This is an optimization exercise on Yosys and OpenROAD, whose aim is small area, a short achievable clock period and few clock cycles, not a production implementation. Where RTL was checked, it was by simulation tests only, not by an equivalence proof against the original. The clock port is modelled as an ideal driver; clocking choices that lean on that would not hold on a real chip. Power is estimated from default activity; no workload was simulated.

==> run a <==
==> flow/design.v <==
package l2_wb_types;
    localparam int unsigned ADDR_WIDTH      = 16;
    localparam int unsigned LINE_WIDTH      = 256;
    localparam int unsigned OFFSET_BITS     = 5;
    localparam int unsigned LINE_ADDR_WIDTH = ADDR_WIDTH - OFFSET_BITS;
    typedef logic [ADDR_WIDTH-1:0]      addr_t;
    typedef logic [LINE_WIDTH-1:0]      line_t;
    typedef logic [LINE_ADDR_WIDTH-1:0] lineaddr_t;
    typedef enum logic [1:0] {IDLE, ACK, FWD_READ, DRAIN} wb_state_t;
    function automatic logic [LINE_ADDR_WIDTH-1:0] line_of(input logic [ADDR_WIDTH-1:0] a);
        line_of = a[ADDR_WIDTH-1:OFFSET_BITS];
    endfunction
    function automatic logic [ADDR_WIDTH-1:0] line_base(input logic [LINE_ADDR_WIDTH-1:0] l);
        line_base = {l, {OFFSET_BITS{1'b0}}};
    endfunction
endpackage
module l2_wb_storage (
    input  logic                clk_i,
    input  logic                load_w_i,
    input  logic                load_r_i,
    input  l2_wb_types::line_t  wdata_i,
    input  l2_wb_types::line_t  rdata_i,
    output l2_wb_types::line_t  data_o
);
    l2_wb_types::line_t data_q;
    logic hold;
    assign hold = !(load_w_i || load_r_i);
    always_ff @(posedge clk_i) begin
        data_q <= ({l2_wb_types::LINE_WIDTH{load_w_i}} & wdata_i)
                | ({l2_wb_types::LINE_WIDTH{load_r_i}} & rdata_i)
                | ({l2_wb_types::LINE_WIDTH{hold}}     & data_q);
    end
    assign data_o = data_q;
endmodule
module l2_write_buffer (
    input  logic   clk_i,
    input  logic   rst_i,
    input  logic   l2_read,
    input  logic   l2_write,
    input  l2_wb_types::addr_t  l2_address,
    input  l2_wb_types::line_t  l2_wdata,
    output logic   l2_resp,
    output l2_wb_types::line_t  l2_rdata,
    output logic   pmem_read,
    output logic   pmem_write,
    output l2_wb_types::addr_t  pmem_address,
    output l2_wb_types::line_t  pmem_wdata,
    input  logic   pmem_resp,
    input  l2_wb_types::line_t  pmem_rdata,
    output logic   wb_empty
);
    logic                   valid_q;       
    l2_wb_types::lineaddr_t line_q;        
    logic                   resp_q;
    logic                   pmem_read_q;   
    logic                   pmem_write_q;  
    logic                   dirty_q;       
    l2_wb_types::line_t     data;
    logic hit;
    logic free;      
    logic new_req;   
    logic load_w;
    logic start_rd;
    logic rd_hit;
    logic fill;      
    logic fill_q;    
    logic take;      
    logic keep;      
    assign hit      = valid_q && (line_q == l2_wb_types::line_of(l2_address));
    assign free     = !(pmem_read_q || pmem_write_q) || pmem_resp;
    assign new_req  = !resp_q && !pmem_read_q;
    assign load_w   = new_req && l2_write && free;
    assign rd_hit   = new_req && l2_read && hit;
    assign start_rd = new_req && l2_read && !hit && free;
    assign fill     = pmem_read_q && pmem_resp;
    assign take     = new_req && (l2_read || l2_write) && free;
    assign keep     = resp_q || pmem_read_q || !(l2_read || l2_write) || (pmem_write_q && !pmem_resp);
    l2_wb_storage u_storage (
        .clk_i   (clk_i),
        .load_w_i(load_w),
        .load_r_i(fill_q),
        .wdata_i (l2_wdata),
        .rdata_i (pmem_rdata),
        .data_o  (data)
    );
    always_ff @(posedge clk_i or posedge rst_i) begin
        if (rst_i) begin
            valid_q      <= 1'b0;
            resp_q       <= 1'b0;
            pmem_read_q  <= 1'b0;
            pmem_write_q <= 1'b0;
            dirty_q      <= 1'b0;
        end else begin
            resp_q <= load_w || rd_hit || fill;
            if (pmem_resp) begin
                pmem_read_q  <= 1'b0;
                pmem_write_q <= 1'b0;
                if (pmem_read_q) valid_q <= 1'b1;
                if (pmem_write_q) dirty_q <= 1'b0;
            end
            if (load_w) begin
                valid_q      <= 1'b1;
                pmem_write_q <= 1'b1;
                dirty_q      <= 1'b1;
            end
            if (start_rd) begin
                valid_q     <= 1'b0;
                pmem_read_q <= 1'b1;
            end
        end
    end
    always_ff @(posedge clk_i) begin
        line_q <= ({l2_wb_types::LINE_ADDR_WIDTH{take}}  & l2_wb_types::line_of(l2_address))
                | ({l2_wb_types::LINE_ADDR_WIDTH{keep}}  & line_q);
        fill_q <= !rst_i && (start_rd || (pmem_read_q && !pmem_resp));
    end
    assign l2_resp      = resp_q;
    assign l2_rdata     = data;
    assign pmem_read    = pmem_read_q;
    assign pmem_write   = pmem_write_q;
    assign pmem_address = l2_wb_types::line_base(line_q);
    assign pmem_wdata   = data;
    assign wb_empty     = !dirty_q;
endmodule
==> flow/flow/run.sh <==
#!/bin/bash
# Standard layout (standard.sh) with: port buffers made from the smallest plain
# buffer, and high-fanout nets split into buffer trees before timing repair.
set -euo pipefail
export BUFFER_PORTS_ARGS="-buffer_cell sky130_fd_sc_hd__buf_1"
export PRE_RESIZE_TCL="$PWD/flow/pre_resize.tcl"
if [[ -f flow/pins.args ]]; then export PLACE_PINS_ARGS="$(cat flow/pins.args)"; fi
bash standard.sh > standard_flow.log 2>&1
==> flow/flow/pre_resize.tcl <==
set_max_fanout 16 [current_design]
==> flow/standard.sh <==
#!/bin/bash
# synth_recipe.tcl (not shown) runs the flow's synth.tcl, then flattens the netlist and writes it again
# the make line also repeats each setting of config.mk as NAME=value (left out here)
make -C /OpenROAD-flow-scripts/flow DESIGN_CONFIG=/design/flow/config.mk WORK_HOME=/design/flow/orfs CLKGATE_MAP_FILE= SYNTH_SCRIPT=/design/flow/synth_recipe.tcl "${@:-finish}"
==> flow/config.mk <==
export PLATFORM = sky130hd
export DESIGN_NAME = l2_write_buffer
export DESIGN_NICKNAME = l2_write_buffer
export VERILOG_FILES = /design/flow/design.v
export SDC_FILE = /design/flow/constraint.sdc
export NUM_CORES = 4
export LEC_CHECK = 0
export CAP_MARGIN = 20
export CORE_AREA = 10 10 360 360
export CTS_CLUSTER_DIAMETER = 100
export CTS_CLUSTER_SIZE = 20
export DIE_AREA = 0 0 370 370
export SETUP_SLACK_MARGIN = 2.7
export SLEW_MARGIN = 20
==> flow/constraint.sdc <==
create_clock -name core_clock -period 5.0 [get_ports {clk_i}]
set_input_delay 1.0000 -clock core_clock [delete_from_list [all_inputs] [get_ports {clk_i}]]
set_output_delay 1.0000 -clock core_clock [all_outputs]
set_load 0.01 [all_outputs]
==> run b: changes against run a <==
--- a/flow/design.v
+++ b/flow/design.v
@@ -19,4 +19,5 @@
     input  logic                load_w_i,
     input  logic                load_r_i,
+    input  logic                hold_i,      
     input  l2_wb_types::line_t  wdata_i,
     input  l2_wb_types::line_t  rdata_i,
@@ -24,10 +25,8 @@
 );
     l2_wb_types::line_t data_q;
-    logic hold;
-    assign hold = !(load_w_i || load_r_i);
     always_ff @(posedge clk_i) begin
         data_q <= ({l2_wb_types::LINE_WIDTH{load_w_i}} & wdata_i)
                 | ({l2_wb_types::LINE_WIDTH{load_r_i}} & rdata_i)
-                | ({l2_wb_types::LINE_WIDTH{hold}}     & data_q);
+                | ({l2_wb_types::LINE_WIDTH{hold_i}}   & data_q);
     end
     assign data_o = data_q;
@@ -50,10 +49,13 @@
     output logic   wb_empty
 );
+    logic                   resp_q;
+    logic                   pmem_read_q;
+    logic                   pmem_write_q;
+    logic                   dirty_q;       
     logic                   valid_q;       
+    logic                   resp_i_q;
+    logic                   rd_i_q;        
+    logic                   wr_i_q;        
     l2_wb_types::lineaddr_t line_q;        
-    logic                   resp_q;
-    logic                   pmem_read_q;   
-    logic                   pmem_write_q;  
-    logic                   dirty_q;       
     l2_wb_types::line_t     data;
     logic hit;
@@ -64,20 +66,28 @@
     logic rd_hit;
     logic fill;      
-    logic fill_q;    
     logic take;      
     logic keep;      
+    logic hold;      
+    logic resp_d;
+    logic rd_d;
+    logic wr_d;
     assign hit      = valid_q && (line_q == l2_wb_types::line_of(l2_address));
-    assign free     = !(pmem_read_q || pmem_write_q) || pmem_resp;
-    assign new_req  = !resp_q && !pmem_read_q;
+    assign free     = !(rd_i_q || wr_i_q) || pmem_resp;
+    assign new_req  = !resp_i_q && !rd_i_q;
     assign load_w   = new_req && l2_write && free;
     assign rd_hit   = new_req && l2_read && hit;
     assign start_rd = new_req && l2_read && !hit && free;
-    assign fill     = pmem_read_q && pmem_resp;
+    assign fill     = rd_i_q && pmem_resp;
     assign take     = new_req && (l2_read || l2_write) && free;
-    assign keep     = resp_q || pmem_read_q || !(l2_read || l2_write) || (pmem_write_q && !pmem_resp);
+    assign keep     = resp_i_q || rd_i_q || !(l2_read || l2_write) || (wr_i_q && !pmem_resp);
+    assign hold     = !rd_i_q && (resp_i_q || !l2_write || (wr_i_q && !pmem_resp));
+    assign resp_d   = load_w || rd_hit || fill;
+    assign rd_d     = start_rd || (rd_i_q && !pmem_resp);
+    assign wr_d     = load_w || (wr_i_q && !pmem_resp);
     l2_wb_storage u_storage (
         .clk_i   (clk_i),
         .load_w_i(load_w),
-        .load_r_i(fill_q),
+        .load_r_i(rd_i_q),
+        .hold_i  (hold),
         .wdata_i (l2_wdata),
         .rdata_i (pmem_rdata),
@@ -86,32 +96,31 @@
     always_ff @(posedge clk_i or posedge rst_i) begin
         if (rst_i) begin
-            valid_q      <= 1'b0;
             resp_q       <= 1'b0;
             pmem_read_q  <= 1'b0;
             pmem_write_q <= 1'b0;
             dirty_q      <= 1'b0;
+            valid_q      <= 1'b0;
         end else begin
-            resp_q <= load_w || rd_hit || fill;
-            if (pmem_resp) begin
-                pmem_read_q  <= 1'b0;
-                pmem_write_q <= 1'b0;
-                if (pmem_read_q) valid_q <= 1'b1;
-                if (pmem_write_q) dirty_q <= 1'b0;
+            resp_q       <= resp_d;
+            pmem_read_q  <= rd_d;
+            pmem_write_q <= wr_d;
+            if (load_w) begin
+                dirty_q <= 1'b1;
+            end else if (wr_i_q && pmem_resp) begin
+                dirty_q <= 1'b0;
             end
-            if (load_w) begin
-                valid_q      <= 1'b1;
-                pmem_write_q <= 1'b1;
-                dirty_q      <= 1'b1;
-            end
-            if (start_rd) begin
-                valid_q     <= 1'b0;
-                pmem_read_q <= 1'b1;
+            if (load_w || fill) begin
+                valid_q <= 1'b1;
+            end else if (start_rd) begin
+                valid_q <= 1'b0;
             end
         end
     end
     always_ff @(posedge clk_i) begin
-        line_q <= ({l2_wb_types::LINE_ADDR_WIDTH{take}}  & l2_wb_types::line_of(l2_address))
-                | ({l2_wb_types::LINE_ADDR_WIDTH{keep}}  & line_q);
-        fill_q <= !rst_i && (start_rd || (pmem_read_q && !pmem_resp));
+        resp_i_q <= !rst_i && resp_d;
+        rd_i_q   <= !rst_i && rd_d;
+        wr_i_q   <= !rst_i && wr_d;
+        line_q <= ({l2_wb_types::LINE_ADDR_WIDTH{take}} & l2_wb_types::line_of(l2_address))
+                | ({l2_wb_types::LINE_ADDR_WIDTH{keep}} & line_q);
     end
     assign l2_resp      = resp_q;
==> flow/flow/run.sh (replaced) <==
#!/bin/bash
# Standard layout (standard.sh) with: port buffers made from the smallest plain
# buffer, high-fanout nets split into buffer trees before timing repair, the
# pins placed on more metal layers so that the die can be smaller, and the four
# pins of each data bit (l2_wdata, pmem_rdata, l2_rdata, pmem_wdata) kept
# together.
set -euo pipefail
export BUFFER_PORTS_ARGS="-buffer_cell sky130_fd_sc_hd__buf_1"
export PRE_RESIZE_TCL="$PWD/flow/pre_resize.tcl"
pins=""
if [[ -f flow/pins.args ]]; then pins="$(cat flow/pins.args)"; fi
if [[ -f flow/group_bits ]]; then
  for i in $(seq 0 255); do
    pins="$pins -group_pins {l2_wdata[$i] pmem_rdata[$i] l2_rdata[$i] pmem_wdata[$i]}"
  done
fi
export PLACE_PINS_ARGS="$pins"
if [[ -f flow/io_v.txt ]]; then export IO_PLACER_V="$(cat flow/io_v.txt)"; fi
if [[ -f flow/io_h.txt ]]; then export IO_PLACER_H="$(cat flow/io_h.txt)"; fi
if [[ -f flow/post_cts.tcl ]]; then export POST_CTS_TCL="$PWD/flow/post_cts.tcl"; fi
bash standard.sh > standard_flow.log 2>&1
==> flow/flow/group_bits (new file) <==
group
==> flow/flow/io_v.txt (new file) <==
met2 met4
==> flow/flow/pre_resize.tcl (replaced) <==
# no fanout limit
- CORE_AREA: 10 10 360 360 -> 10 10 250 250
- DIE_AREA: 0 0 370 370 -> 0 0 260 260
- SETUP_SLACK_MARGIN: 2.7 -> 2.8
==> run c: changes against run a <==
--- a/flow/design.v
+++ b/flow/design.v
@@ -24,10 +24,10 @@
 );
     l2_wb_types::line_t data_q;
-    logic hold;
-    assign hold = !(load_w_i || load_r_i);
     always_ff @(posedge clk_i) begin
-        data_q <= ({l2_wb_types::LINE_WIDTH{load_w_i}} & wdata_i)
-                | ({l2_wb_types::LINE_WIDTH{load_r_i}} & rdata_i)
-                | ({l2_wb_types::LINE_WIDTH{hold}}     & data_q);
+        if (load_w_i) begin
+            data_q <= wdata_i;
+        end else if (load_r_i) begin
+            data_q <= rdata_i;
+        end
     end
     assign data_o = data_q;
@@ -55,5 +55,5 @@
     logic                   pmem_read_q;   
     logic                   pmem_write_q;  
-    logic                   dirty_q;       
+    logic                   wb_empty_q;
     l2_wb_types::line_t     data;
     logic hit;
@@ -63,8 +63,4 @@
     logic start_rd;
     logic rd_hit;
-    logic fill;      
-    logic fill_q;    
-    logic take;      
-    logic keep;      
     assign hit      = valid_q && (line_q == l2_wb_types::line_of(l2_address));
     assign free     = !(pmem_read_q || pmem_write_q) || pmem_resp;
@@ -73,11 +69,8 @@
     assign rd_hit   = new_req && l2_read && hit;
     assign start_rd = new_req && l2_read && !hit && free;
-    assign fill     = pmem_read_q && pmem_resp;
-    assign take     = new_req && (l2_read || l2_write) && free;
-    assign keep     = resp_q || pmem_read_q || !(l2_read || l2_write) || (pmem_write_q && !pmem_resp);
     l2_wb_storage u_storage (
         .clk_i   (clk_i),
         .load_w_i(load_w),
-        .load_r_i(fill_q),
+        .load_r_i(pmem_read_q),
         .wdata_i (l2_wdata),
         .rdata_i (pmem_rdata),
@@ -87,31 +80,29 @@
         if (rst_i) begin
             valid_q      <= 1'b0;
+            line_q       <= '0;
             resp_q       <= 1'b0;
             pmem_read_q  <= 1'b0;
             pmem_write_q <= 1'b0;
-            dirty_q      <= 1'b0;
+            wb_empty_q   <= 1'b1;
         end else begin
-            resp_q <= load_w || rd_hit || fill;
+            resp_q <= load_w || rd_hit || (pmem_read_q && pmem_resp);
             if (pmem_resp) begin
                 pmem_read_q  <= 1'b0;
                 pmem_write_q <= 1'b0;
                 if (pmem_read_q) valid_q <= 1'b1;
-                if (pmem_write_q) dirty_q <= 1'b0;
+                if (pmem_write_q) wb_empty_q <= 1'b1;
             end
             if (load_w) begin
                 valid_q      <= 1'b1;
+                line_q       <= l2_wb_types::line_of(l2_address);
                 pmem_write_q <= 1'b1;
-                dirty_q      <= 1'b1;
+                wb_empty_q   <= 1'b0;
             end
             if (start_rd) begin
                 valid_q     <= 1'b0;
+                line_q      <= l2_wb_types::line_of(l2_address);
                 pmem_read_q <= 1'b1;
             end
         end
-    end
-    always_ff @(posedge clk_i) begin
-        line_q <= ({l2_wb_types::LINE_ADDR_WIDTH{take}}  & l2_wb_types::line_of(l2_address))
-                | ({l2_wb_types::LINE_ADDR_WIDTH{keep}}  & line_q);
-        fill_q <= !rst_i && (start_rd || (pmem_read_q && !pmem_resp));
     end
     assign l2_resp      = resp_q;
@@ -121,4 +112,4 @@
     assign pmem_address = l2_wb_types::line_base(line_q);
     assign pmem_wdata   = data;
-    assign wb_empty     = !dirty_q;
+    assign wb_empty     = wb_empty_q;
 endmodule
==> flow/run.sh (new file) <==
#!/bin/bash
# synth_recipe.tcl (not shown) runs the flow's synth.tcl, then flattens the netlist and writes it again
# the make line also repeats each setting of config.mk as NAME=value (left out here)
make -C /OpenROAD-flow-scripts/flow DESIGN_CONFIG=/design/flow/config.mk WORK_HOME=/design/flow/orfs CLKGATE_MAP_FILE= SYNTH_SCRIPT=/design/flow/synth_recipe.tcl finish
- CORE_AREA: 10 10 360 360 -> 10 10 390 390
- CTS_CLUSTER_DIAMETER: 100 -> not set
- CTS_CLUSTER_SIZE: 20 -> not set
- DIE_AREA: 0 0 370 370 -> 0 0 400 400
- SETUP_SLACK_MARGIN: 2.7 -> 3.2
removed: flow/flow/run.sh
removed: flow/flow/pre_resize.tcl
removed: flow/standard.sh
==> comparison <==
- Synthesized cell count: run a < run b < run c.
- Combinational power, lowest first: run b, run a, run c.
- The highest count of clock-buffer cells in the layout belongs to run c, the lowest to run b.
- In run b the sequential cell count is higher than in run c, by 3.
- Final cell count: run b < run a < run c.
==> figures <==
metric                                                                       run c                    run b                    run a
Run status                                                 complete, no violations  complete, no violations  complete, no violations
Largest net degree at the start of global routing                              106                      112                       22
Final non-filler cell area                                             32300 sq um              15800 sq um              18600 sq um
Fraction of the mapped netlist area in compound gates                        2.58%                    18.5%                    33.4%
Worst reg2reg endpoint                                       u_storage.data_q[150]                line_q[1]     u_storage.data_q[18]
Buffer count excluding the clock tree in the final layout                     1335                     1067                     1124
Slack of the worst reg-to-reg path                                         2.95 ns                  2.96 ns                  2.77 ns
Reg area                                                                8100 sq um               5540 sq um               5550 sq um
Invs w/o clock                                                                   3                        5                        2
H-tree depth                                                                     2                        -                        1
Antenna violations before repair                                               113                       16                       98
Testbench counts of run c, summed over its fixed seeds: cycles 25,351.
For run a and run b, only the layout was checked, not whether the RTL still works.

afterwards: timing with drivers on the ports:
Ports are ideal in the flow. The routed layouts listed here were re-timed in OpenROAD.
Step 1 (the two cells are an assumption about what drives the block):
set clk [get_ports {clk_i}]
set_driving_cell -lib_cell sky130_fd_sc_hd__clkbuf_16 $clk
set_driving_cell -lib_cell sky130_fd_sc_hd__buf_2 [delete_from_list [all_inputs] $clk]
Step 2 times the ports against the registers' clock, not the clock port: input delays grow and output delays shrink by t, the midpoint of the rising clock arrivals with the driver on.
Slacks: ideal ports / drivers / drivers and shift; pairs: ideal ports / drivers.
run | shift t [ns] | setup slack, ns | clock arrival spread, ns | slew at the worst register clock pin (ns) | cell pins on the clock port's net
run a | 0.701 | 2.685 / 2.655 / 2.010 | 0.043 / 0.043 | 0.10 / 0.10 | 1
run b | 0.585 | 2.853 / 2.788 / 2.305 | 0.022 / 0.022 | 0.09 / 0.09 | 1
run c | 0.680 | 2.592 / 2.526 / 2.297 | 0.040 / 0.040 | 0.07 / 0.07 | 1
After both steps every run listed still meets setup and hold. For run a, which loses most, drivers alone change the setup slack by -0.030 ns; drivers and shift together by -0.675 ns.
